Context: an optimization exercise on an open-source flow, tuned for small area. The choices shown serve that exercise and are no tape-out recipe.
At most, simulation tests tie the RTL to the original design; equivalence was not proved.
No activity file was given, so power comes from the tool's default toggle rates.

==> inputs of run P <==
==> flow/design.v <==
`timescale 1ns/1ps
`default_nettype none
package dps_pkg;
  localparam int NUM_DPS   = 4;   
  localparam int NUM_SENSE = 7;   
  localparam int PHASE_W         = 8;      
  localparam int STEP_W          = 11;     
  localparam int STEPS_PER_CYCLE = 1400;   
  localparam int PHASE_PER_CYCLE = 256;    
  typedef logic [PHASE_W-1:0] vme_phase_t;   
  typedef logic [STEP_W-1:0]  fine_step_t;   
  typedef enum logic [2:0] {
    ST_WAIT_MAIN = 3'd0,   
    ST_WAIT_DPS  = 3'd1,   
    ST_IDLE      = 3'd2,   
    ST_STEP      = 3'd3,   
    ST_WAIT_DONE = 3'd4,   
    ST_UNFIRE    = 3'd5    
  } dps_state_t;
  function automatic fine_step_t phase_to_step(input vme_phase_t phase);
    logic signed [31:0] scaled;
    scaled = $signed({24'd0, phase}) * STEPS_PER_CYCLE + PHASE_PER_CYCLE / 2;   
    scaled = scaled / PHASE_PER_CYCLE;                                          
    phase_to_step = scaled[STEP_W-1:0];
  endfunction
endpackage
`default_nettype wire
`timescale 1ns/1ps
`default_nettype none
module reset_lock_ctrl (
  input  logic clock,
  input  logic rst_n,
  input  logic lock_main,             
  input  logic global_reset_en,       
  output logic global_reset,          
  output logic clock_lock_lost_err,   
  output logic run_en                 
);
  logic startup_done;   
  logic first_lock;     
  assign first_lock = lock_main | startup_done;
  always_ff @(posedge clock or negedge rst_n) begin
    if (!rst_n) begin
      startup_done <= 1'b0;   
      global_reset <= 1'b1;   
    end else begin
      startup_done <= first_lock;                                      
      global_reset <= !first_lock || (!lock_main && global_reset_en);   
    end
  end
  assign clock_lock_lost_err = !global_reset && !lock_main;
  assign run_en = lock_main && !global_reset;   
endmodule
`default_nettype wire
`timescale 1ns/1ps
`default_nettype none
module phase_step_map (
  input  logic                                             clock,
  input  logic                                             rst_n,
  input  logic [dps_pkg::NUM_DPS-1:0]                      busy,        
  input  logic [dps_pkg::NUM_DPS*dps_pkg::PHASE_W-1:0]     dps_phase,   
  output logic [dps_pkg::NUM_DPS*dps_pkg::PHASE_W-1:0]     target       
);
  genvar ch;
  generate
    for (ch = 0; ch < dps_pkg::NUM_DPS; ch++) begin : g_chan
      always_ff @(posedge clock) begin
        if (!busy[ch]) begin
          target[ch*dps_pkg::PHASE_W +: dps_pkg::PHASE_W] <= dps_phase[ch*dps_pkg::PHASE_W +: dps_pkg::PHASE_W];
        end
      end
    end
  endgenerate
endmodule
`default_nettype wire
`timescale 1ns/1ps
`default_nettype none
module phaser (
  input  logic                 clock,
  input  logic                 rst_n,
  input  logic                 run_en,     
  input  logic                 dps_lock,   
  input  logic                 psdone,     
  input  logic                 fire,       
  input  logic                 clear,      
  input  dps_pkg::vme_phase_t  target,     
  output logic                 busy,       
  output logic                 psen,       
  output logic                 psincdec,   
  output logic [2:0]           sm_vec      
);
  logic [2:0] state;
  logic [7:0] idx;    
  logic [2:0] off;    
  logic go_up;
  logic arrived;
  logic off_zero;
  logic gap5;         
  logic gap5_prev;    
  logic [4:0] im1;
  logic wrap;         
  logic [7:0] tog;    
  logic [2:0] off_up;
  logic [2:0] off_dn;
  assign gap5      = ~(idx[0] ^ (idx[4] & (|idx[3:0])));
  assign im1       = idx[4:0] - 5'd1;
  assign gap5_prev = ~(im1[0] ^ (im1[4] & (|im1[3:0])));
  assign off_zero = ~(|off);
  logic [8:0] cu;
  logic [8:0] cd;
  always_comb begin
    cu[0] = 1'b0;
    cd[0] = ~off_zero;
    for (int b = 0; b < 8; b++) begin
      cu[b+1] = (target[b] & ~idx[b]) | (cu[b] & (target[b] | ~idx[b]));
      cd[b+1] = (idx[b] & ~target[b]) | (cd[b] & (idx[b] | ~target[b]));
    end
  end
  assign go_up    = cu[8];
  assign arrived  = ~cu[8] & ~cd[8];
  assign off_up = (off == 3'b110 && gap5) ? 3'b000 : {off[1:0], ~off[2]};
  assign off_dn = off_zero ? {1'b1, gap5_prev, 1'b0} : {~off[0], off[2:1]};
  assign wrap = go_up ? ((off == 3'b100) || (off == 3'b110 && gap5)) : off_zero;
  always_comb begin
    tog[0] = 1'b1;
    for (int b = 1; b < 8; b++) begin
      tog[b] = tog[b-1] & (idx[b-1] == go_up);
    end
  end
  assign busy   = state[2] | (state[1] & state[0]);
  assign psen   = state[2] & state[1];
  assign sm_vec = {state[2], state[1] & ~state[2], state[0]};
  always_ff @(posedge clock or negedge rst_n) begin
    if (!rst_n) begin
      state    <= dps_pkg::ST_WAIT_MAIN;
      idx      <= '0;
      off      <= '0;
      psincdec <= 1'b0;
    end else begin
      if (!run_en) begin
        state <= dps_pkg::ST_WAIT_MAIN;
      end else if (clear) begin
        state <= dps_pkg::ST_WAIT_DPS;
        idx   <= '0;
        off   <= '0;
      end else begin
        casez (state)
          3'b000: state <= dps_pkg::ST_WAIT_DPS;
          3'b001: if (dps_lock) state <= dps_pkg::ST_IDLE;
          3'b010: if (fire) state <= dps_pkg::ST_STEP;
          3'b011: begin
            if (arrived) begin
              state <= dps_pkg::ST_UNFIRE;
            end else begin
              psincdec <= go_up;
              state    <= 3'd6;   
              off      <= go_up ? off_up : off_dn;
              if (wrap) begin
                idx <= idx ^ tog;
              end
            end
          end
          3'b1?0: state <= psdone ? dps_pkg::ST_STEP : dps_pkg::ST_WAIT_DONE;
          3'b1?1: if (!fire) state <= dps_pkg::ST_IDLE;
        endcase
      end
    end
  end
endmodule
`default_nettype wire
`timescale 1ns/1ps
`default_nettype none
module clock_sense (
  input  logic                          clock,
  input  logic                          rst_n,
  input  logic [dps_pkg::NUM_SENSE-1:0] sense_in,   
  output logic [dps_pkg::NUM_SENSE-1:0] sense_ok    
);
  logic [dps_pkg::NUM_SENSE-1:0] rise_q;   
  logic [dps_pkg::NUM_SENSE-1:0] fall_q;   
  always_ff @(posedge clock or negedge rst_n) begin
    if (!rst_n) begin
      rise_q <= '0;
    end else begin
      rise_q <= sense_in;
    end
  end
  always_ff @(negedge clock or negedge rst_n) begin
    if (!rst_n) begin
      fall_q <= '0;
    end else begin
      fall_q <= sense_in;
    end
  end
  assign sense_ok = rise_q ^ fall_q;
endmodule
`default_nettype wire
`timescale 1ns/1ps
`default_nettype none
module clock_ctrl (
  input  logic        clock,
  input  logic        rst_n,
  input  logic        lock_main,             
  input  logic        global_reset_en,       
  input  logic [3:0]  dps_fire,              
  input  logic [3:0]  dps_reset,             
  input  logic [3:0]  dps_lock,              
  input  logic [3:0]  psdone,                
  input  logic [31:0] dps_phase,             
  input  logic [6:0]  clock_sense_in,        
  output logic        global_reset,
  output logic        clock_lock_lost_err,
  output logic [3:0]  dps_busy,              
  output logic [3:0]  psen,                  
  output logic [3:0]  psincdec,              
  output logic [11:0] dps_sm_vec,            
  output logic [6:0]  clock_sense_ok         
);
  logic                        run_en;   
  logic [dps_pkg::NUM_DPS*dps_pkg::PHASE_W-1:0]  target;   
  reset_lock_ctrl u_reset_lock_ctrl (
    .clock               (clock),
    .rst_n               (rst_n),
    .lock_main           (lock_main),
    .global_reset_en     (global_reset_en),
    .global_reset        (global_reset),
    .clock_lock_lost_err (clock_lock_lost_err),
    .run_en              (run_en)
  );
  phase_step_map u_phase_step_map (
    .clock     (clock),
    .rst_n     (rst_n),
    .busy      (dps_busy),
    .dps_phase (dps_phase),
    .target    (target)
  );
  genvar i;
  generate
    for (i = 0; i < dps_pkg::NUM_DPS; i++) begin : g_dps
      phaser u_phaser (
        .clock    (clock),
        .rst_n    (rst_n),
        .run_en   (run_en),
        .dps_lock (dps_lock[i]),
        .psdone   (psdone[i]),
        .fire     (dps_fire[i]),
        .clear    (dps_reset[i]),
        .target   (target[i*dps_pkg::PHASE_W +: dps_pkg::PHASE_W]),
        .busy     (dps_busy[i]),
        .psen     (psen[i]),
        .psincdec (psincdec[i]),
        .sm_vec   (dps_sm_vec[i*3 +: 3])
      );
    end
  endgenerate
  clock_sense u_clock_sense (
    .clock    (clock),
    .rst_n    (rst_n),
    .sense_in (clock_sense_in),
    .sense_ok (clock_sense_ok)
  );
endmodule
`default_nettype wire
==> flow/flow/run.sh <==
#!/bin/bash
# Standard synthesis, then the combinational logic re-mapped by ABC for area with a few scripts
# (flow/*.abc), keeping the smallest result; registers stay exactly as the standard synthesis
# made them. Then the standard layout with plain buf_1 port buffers. Each tool's output goes to
# its own log in this folder.
set -euo pipefail
W=$PWD
R=$W/orfs/results/sky130hd/clock_ctrl/base
EXTRA=("BUFFER_PORTS_ARGS=-buffer_cell sky130_fd_sc_hd__buf_1")
# Extra make settings, one VAR=value per line
if [[ -f "$W/flow/make_args.txt" ]]; then
  while IFS= read -r line; do [[ -n "$line" ]] && EXTRA+=("$line"); done < "$W/flow/make_args.txt"
fi
LIB=$FLOW_HOME/platforms/sky130hd/lib/sky130_fd_sc_hd__tt_025C_1v80.lib

bash standard.sh "${EXTRA[@]}" "$R/1_2_yosys.v" > standard_synth.log 2>&1
cp "$R/1_2_yosys.v" "$W/synth_standard.v"

SEQ=$(grep -oE 'sky130_fd_sc_hd__(e?s?df|dl)[a-z0-9_]+' "$W/synth_standard.v" | sort -u | tr '\n' ' ')
for S in "$W"/flow/*.abc; do
  N=$(basename "$S" .abc)
  cat > "$W/resynth_$N.ys" <<EOF
read_liberty -ignore_miss_func $LIB
read_verilog $W/synth_standard.v
hierarchy -top $FLOW_TOP
setattr -mod -set keep_hierarchy 1 $SEQ
flatten
blackbox $SEQ
opt_clean -purge
abc -liberty $LIB -dont_use *lpflow* -dont_use *probe* -script $S
opt_clean -purge
hilomap -singleton -hicell sky130_fd_sc_hd__conb_1 HI -locell sky130_fd_sc_hd__conb_1 LO
insbuf -buf sky130_fd_sc_hd__buf_4 A X
opt_clean -purge
select $FLOW_TOP
tee -o $W/resynth_$N.stat stat -liberty $LIB
write_verilog -selected -noattr -nohex -nodec $W/synth_$N.v
EOF
  yosys -s "$W/resynth_$N.ys" > "resynth_$N.log" 2>&1 &
done
wait
BEST=""; BESTA=""
for S in "$W"/flow/*.abc; do
  N=$(basename "$S" .abc)
  A=$(grep -m1 "Chip area for module" "$W/resynth_$N.stat" | awk '{print $NF}' || true)
  echo "$N $A" >> resynth_areas.log
  if [[ -n "$A" && -s "$W/synth_$N.v" ]]; then
    if [[ -z "$BESTA" ]] || awk "BEGIN{exit !($A < $BESTA)}"; then BEST=$N; BESTA=$A; fi
  fi
done
echo "best $BEST $BESTA" >> resynth_areas.log
cp "$W/synth_$BEST.v" "$R/1_2_yosys.v"

bash standard.sh "${EXTRA[@]}" finish > standard_flow.log 2>&1
==> flow/flow/d.abc <==
strash
&get -n
&st
&deepsyn -T 60 -S 3
&dch -f
&nf -R 1000 -a
&put
topo
stime -c
==> flow/flow/e.abc <==
strash
&get -n
&st
&deepsyn -T 100 -S 5
&dch -f
&nf -R 1000
&st
&deepsyn -T 60 -S 3
&dch
&nf -R 1000
&put
topo
stime -c
==> flow/flow/f.abc <==
strash
&get -n
&st
&deepsyn -T 60 -S 7
&dch
&nf -R 1000
&put
mfs3 -a
&get -n
&st
&dch
&nf -R 1000
&put
topo
stime -c
==> flow/flow/make_args.txt <==
CTS_ARGS=-sink_clustering_enable -repair_clock_nets -dont_use_dummy_load -buf_list sky130_fd_sc_hd__clkbuf_8
==> flow/standard.sh <==
#!/bin/bash
# synth_recipe.tcl (not shown) runs the flow's synth.tcl, then flattens the netlist and writes it again
# the make line also repeats each setting of config.mk as NAME=value (left out here)
make -C /OpenROAD-flow-scripts/flow DESIGN_CONFIG=/design/flow/config.mk WORK_HOME=/design/flow/orfs CLKGATE_MAP_FILE= SYNTH_SCRIPT=/design/flow/synth_recipe.tcl "${@:-finish}"
==> flow/config.mk <==
export PLATFORM = sky130hd
export DESIGN_NAME = clock_ctrl
export DESIGN_NICKNAME = clock_ctrl
export VERILOG_FILES = /design/flow/design.v
export SDC_FILE = /design/flow/constraint.sdc
export NUM_CORES = 4
export LEC_CHECK = 0
export CAP_MARGIN = 20
export CORE_MARGIN = 2
export CORE_UTILIZATION = 40
export CTS_BUF_LIST = sky130_fd_sc_hd__clkbuf_8
export SLEW_MARGIN = 20
==> flow/constraint.sdc <==
create_clock -name core_clock -period 6.0 [get_ports {clock}]
set_input_delay 1.2000 -clock core_clock [delete_from_list [all_inputs] [get_ports {clock}]]
set_output_delay 1.2000 -clock core_clock [all_outputs]
set_load 0.01 [all_outputs]
==> run F (differences from run P) <==
--- a/flow/design.v
+++ b/flow/design.v
@@ -130,4 +130,3 @@
   assign busy   = state[2] | (state[1] & state[0]);
-  assign psen   = state[2] & state[1];
-  assign sm_vec = {state[2], state[1] & ~state[2], state[0]};
+  assign sm_vec = state;
   always_ff @(posedge clock or negedge rst_n) begin
@@ -137,4 +136,6 @@
       off      <= '0;
+      psen     <= 1'b0;
       psincdec <= 1'b0;
     end else begin
+      psen <= 1'b0;
       if (!run_en) begin
@@ -154,4 +155,5 @@
             end else begin
+              psen     <= 1'b1;
               psincdec <= go_up;
-              state    <= 3'd6;   
+              state    <= dps_pkg::ST_WAIT_DONE;
               off      <= go_up ? off_up : off_dn;
@@ -162,3 +164,3 @@
           end
-          3'b1?0: state <= psdone ? dps_pkg::ST_STEP : dps_pkg::ST_WAIT_DONE;
+          3'b1?0: if (psdone) state <= dps_pkg::ST_STEP;
           3'b1?1: if (!fire) state <= dps_pkg::ST_IDLE;
--- a/flow/flow/run.sh
+++ b/flow/flow/run.sh
@@ -27,3 +27,2 @@
 flatten
-blackbox $SEQ
 opt_clean -purge
==> flow/flow/b.abc (new file) <==
strash
&get -n
&st
&deepsyn -T 60
&dch
&nf -R 1000
&put
topo
stime -c
==> flow/flow/c.abc (new file) <==
strash
&get -n
&st
&deepsyn -T 60 -S 7
&dch
&nf -R 1000
&put
topo
stime -c
==> flow/flow/make_args.txt (replaced) <==
CTS_ARGS=-sink_clustering_enable -repair_clock_nets -sink_clustering_size 30 -sink_clustering_max_diameter 80 -buf_list sky130_fd_sc_hd__clkbuf_16
removed: flow/flow/f.abc
==> run R (differences from run P) <==
--- a/flow/design.v
+++ b/flow/design.v
@@ -130,4 +130,3 @@
   assign busy   = state[2] | (state[1] & state[0]);
-  assign psen   = state[2] & state[1];
-  assign sm_vec = {state[2], state[1] & ~state[2], state[0]};
+  assign sm_vec = state;
   always_ff @(posedge clock or negedge rst_n) begin
@@ -137,4 +136,6 @@
       off      <= '0;
+      psen     <= 1'b0;
       psincdec <= 1'b0;
     end else begin
+      psen <= 1'b0;
       if (!run_en) begin
@@ -146,7 +147,7 @@
       end else begin
-        casez (state)
-          3'b000: state <= dps_pkg::ST_WAIT_DPS;
-          3'b001: if (dps_lock) state <= dps_pkg::ST_IDLE;
-          3'b010: if (fire) state <= dps_pkg::ST_STEP;
-          3'b011: begin
+        case (state)
+          dps_pkg::ST_WAIT_MAIN: state <= dps_pkg::ST_WAIT_DPS;
+          dps_pkg::ST_WAIT_DPS:  if (dps_lock) state <= dps_pkg::ST_IDLE;
+          dps_pkg::ST_IDLE:      if (fire) state <= dps_pkg::ST_STEP;
+          dps_pkg::ST_STEP: begin
             if (arrived) begin
@@ -154,4 +155,5 @@
             end else begin
+              psen     <= 1'b1;
               psincdec <= go_up;
-              state    <= 3'd6;   
+              state    <= dps_pkg::ST_WAIT_DONE;
               off      <= go_up ? off_up : off_dn;
@@ -162,4 +164,5 @@
           end
-          3'b1?0: state <= psdone ? dps_pkg::ST_STEP : dps_pkg::ST_WAIT_DONE;
-          3'b1?1: if (!fire) state <= dps_pkg::ST_IDLE;
+          dps_pkg::ST_WAIT_DONE: if (psdone) state <= dps_pkg::ST_STEP;
+          dps_pkg::ST_UNFIRE:    if (!fire) state <= dps_pkg::ST_IDLE;
+          default:               state <= dps_pkg::ST_WAIT_MAIN;
         endcase
==> flow/flow/run.sh (replaced) <==
#!/bin/bash
# Standard layout, with plain buf_1 port buffers and a power-recovery (downsizing) pass after
# global routing. Each tool's output goes to its own log in this folder; ORFS keeps per-step logs
# under orfs/logs.
set -euo pipefail
bash standard.sh \
  "BUFFER_PORTS_ARGS=-buffer_cell sky130_fd_sc_hd__buf_1" \
  "RECOVER_POWER=100" \
  finish > standard_flow.log 2>&1
removed: flow/flow/d.abc
removed: flow/flow/e.abc
removed: flow/flow/f.abc
removed: flow/flow/make_args.txt
==> results.txt <==
Sequential power: run P is lower than run F (3.8%). Core utilization is about the same in run F and run P. The lowest combinational power belongs to run P, the highest to run R. Against run F, the die area of run R is larger by 19%. Run P completed with no timing, DRC or antenna violations. Run R completed and failed the layout checks on max-capacitance violations, max-slew violations. Run F passed the timing, design-rule and antenna checks. In run R the flip-flop and latch count is higher than in run P, by 4.
==> figures <==
                                                                                          run R                     run P                     run F
Worst slack at placement                                                                1.10 ns                   1.11 ns                   1.10 ns
Number of sequential storage elements                                                       112                       108                       112
Non-Clock Buffer Area Fraction                                                            5.25%                     6.26%                     6.16%
Power Density                                                                       247 nW/um^2               217 nW/um^2               252 nW/um^2
Crit Reg-Reg Endpoint                                                  g_dps[1].u_phaser.idx[5]  g_dps[2].u_phaser.idx[7]  g_dps[2].u_phaser.idx[7]
Sequential group share of total power                                                     55.4%                     63.8%                     54.9%
Multi-input gate share of the layout cell area                                            43.7%                     35.9%                     34.2%
Max-slew headroom                                                                        -88.9%                     47.2%                     37.4%
Outcome                                                                         failed layout checks   complete, no violations   complete, no violations
Reasons for failing layout checks               max-capacitance violations, max-slew violations                         -                         -
Detailed route wirelength on metal2                                                     6.61 mm                   5.16 mm                   5.37 mm
Design Power                                                                            1.71 mW                   1.27 mW                   1.54 mW
For run F, only the layout was checked, not whether the RTL still works.
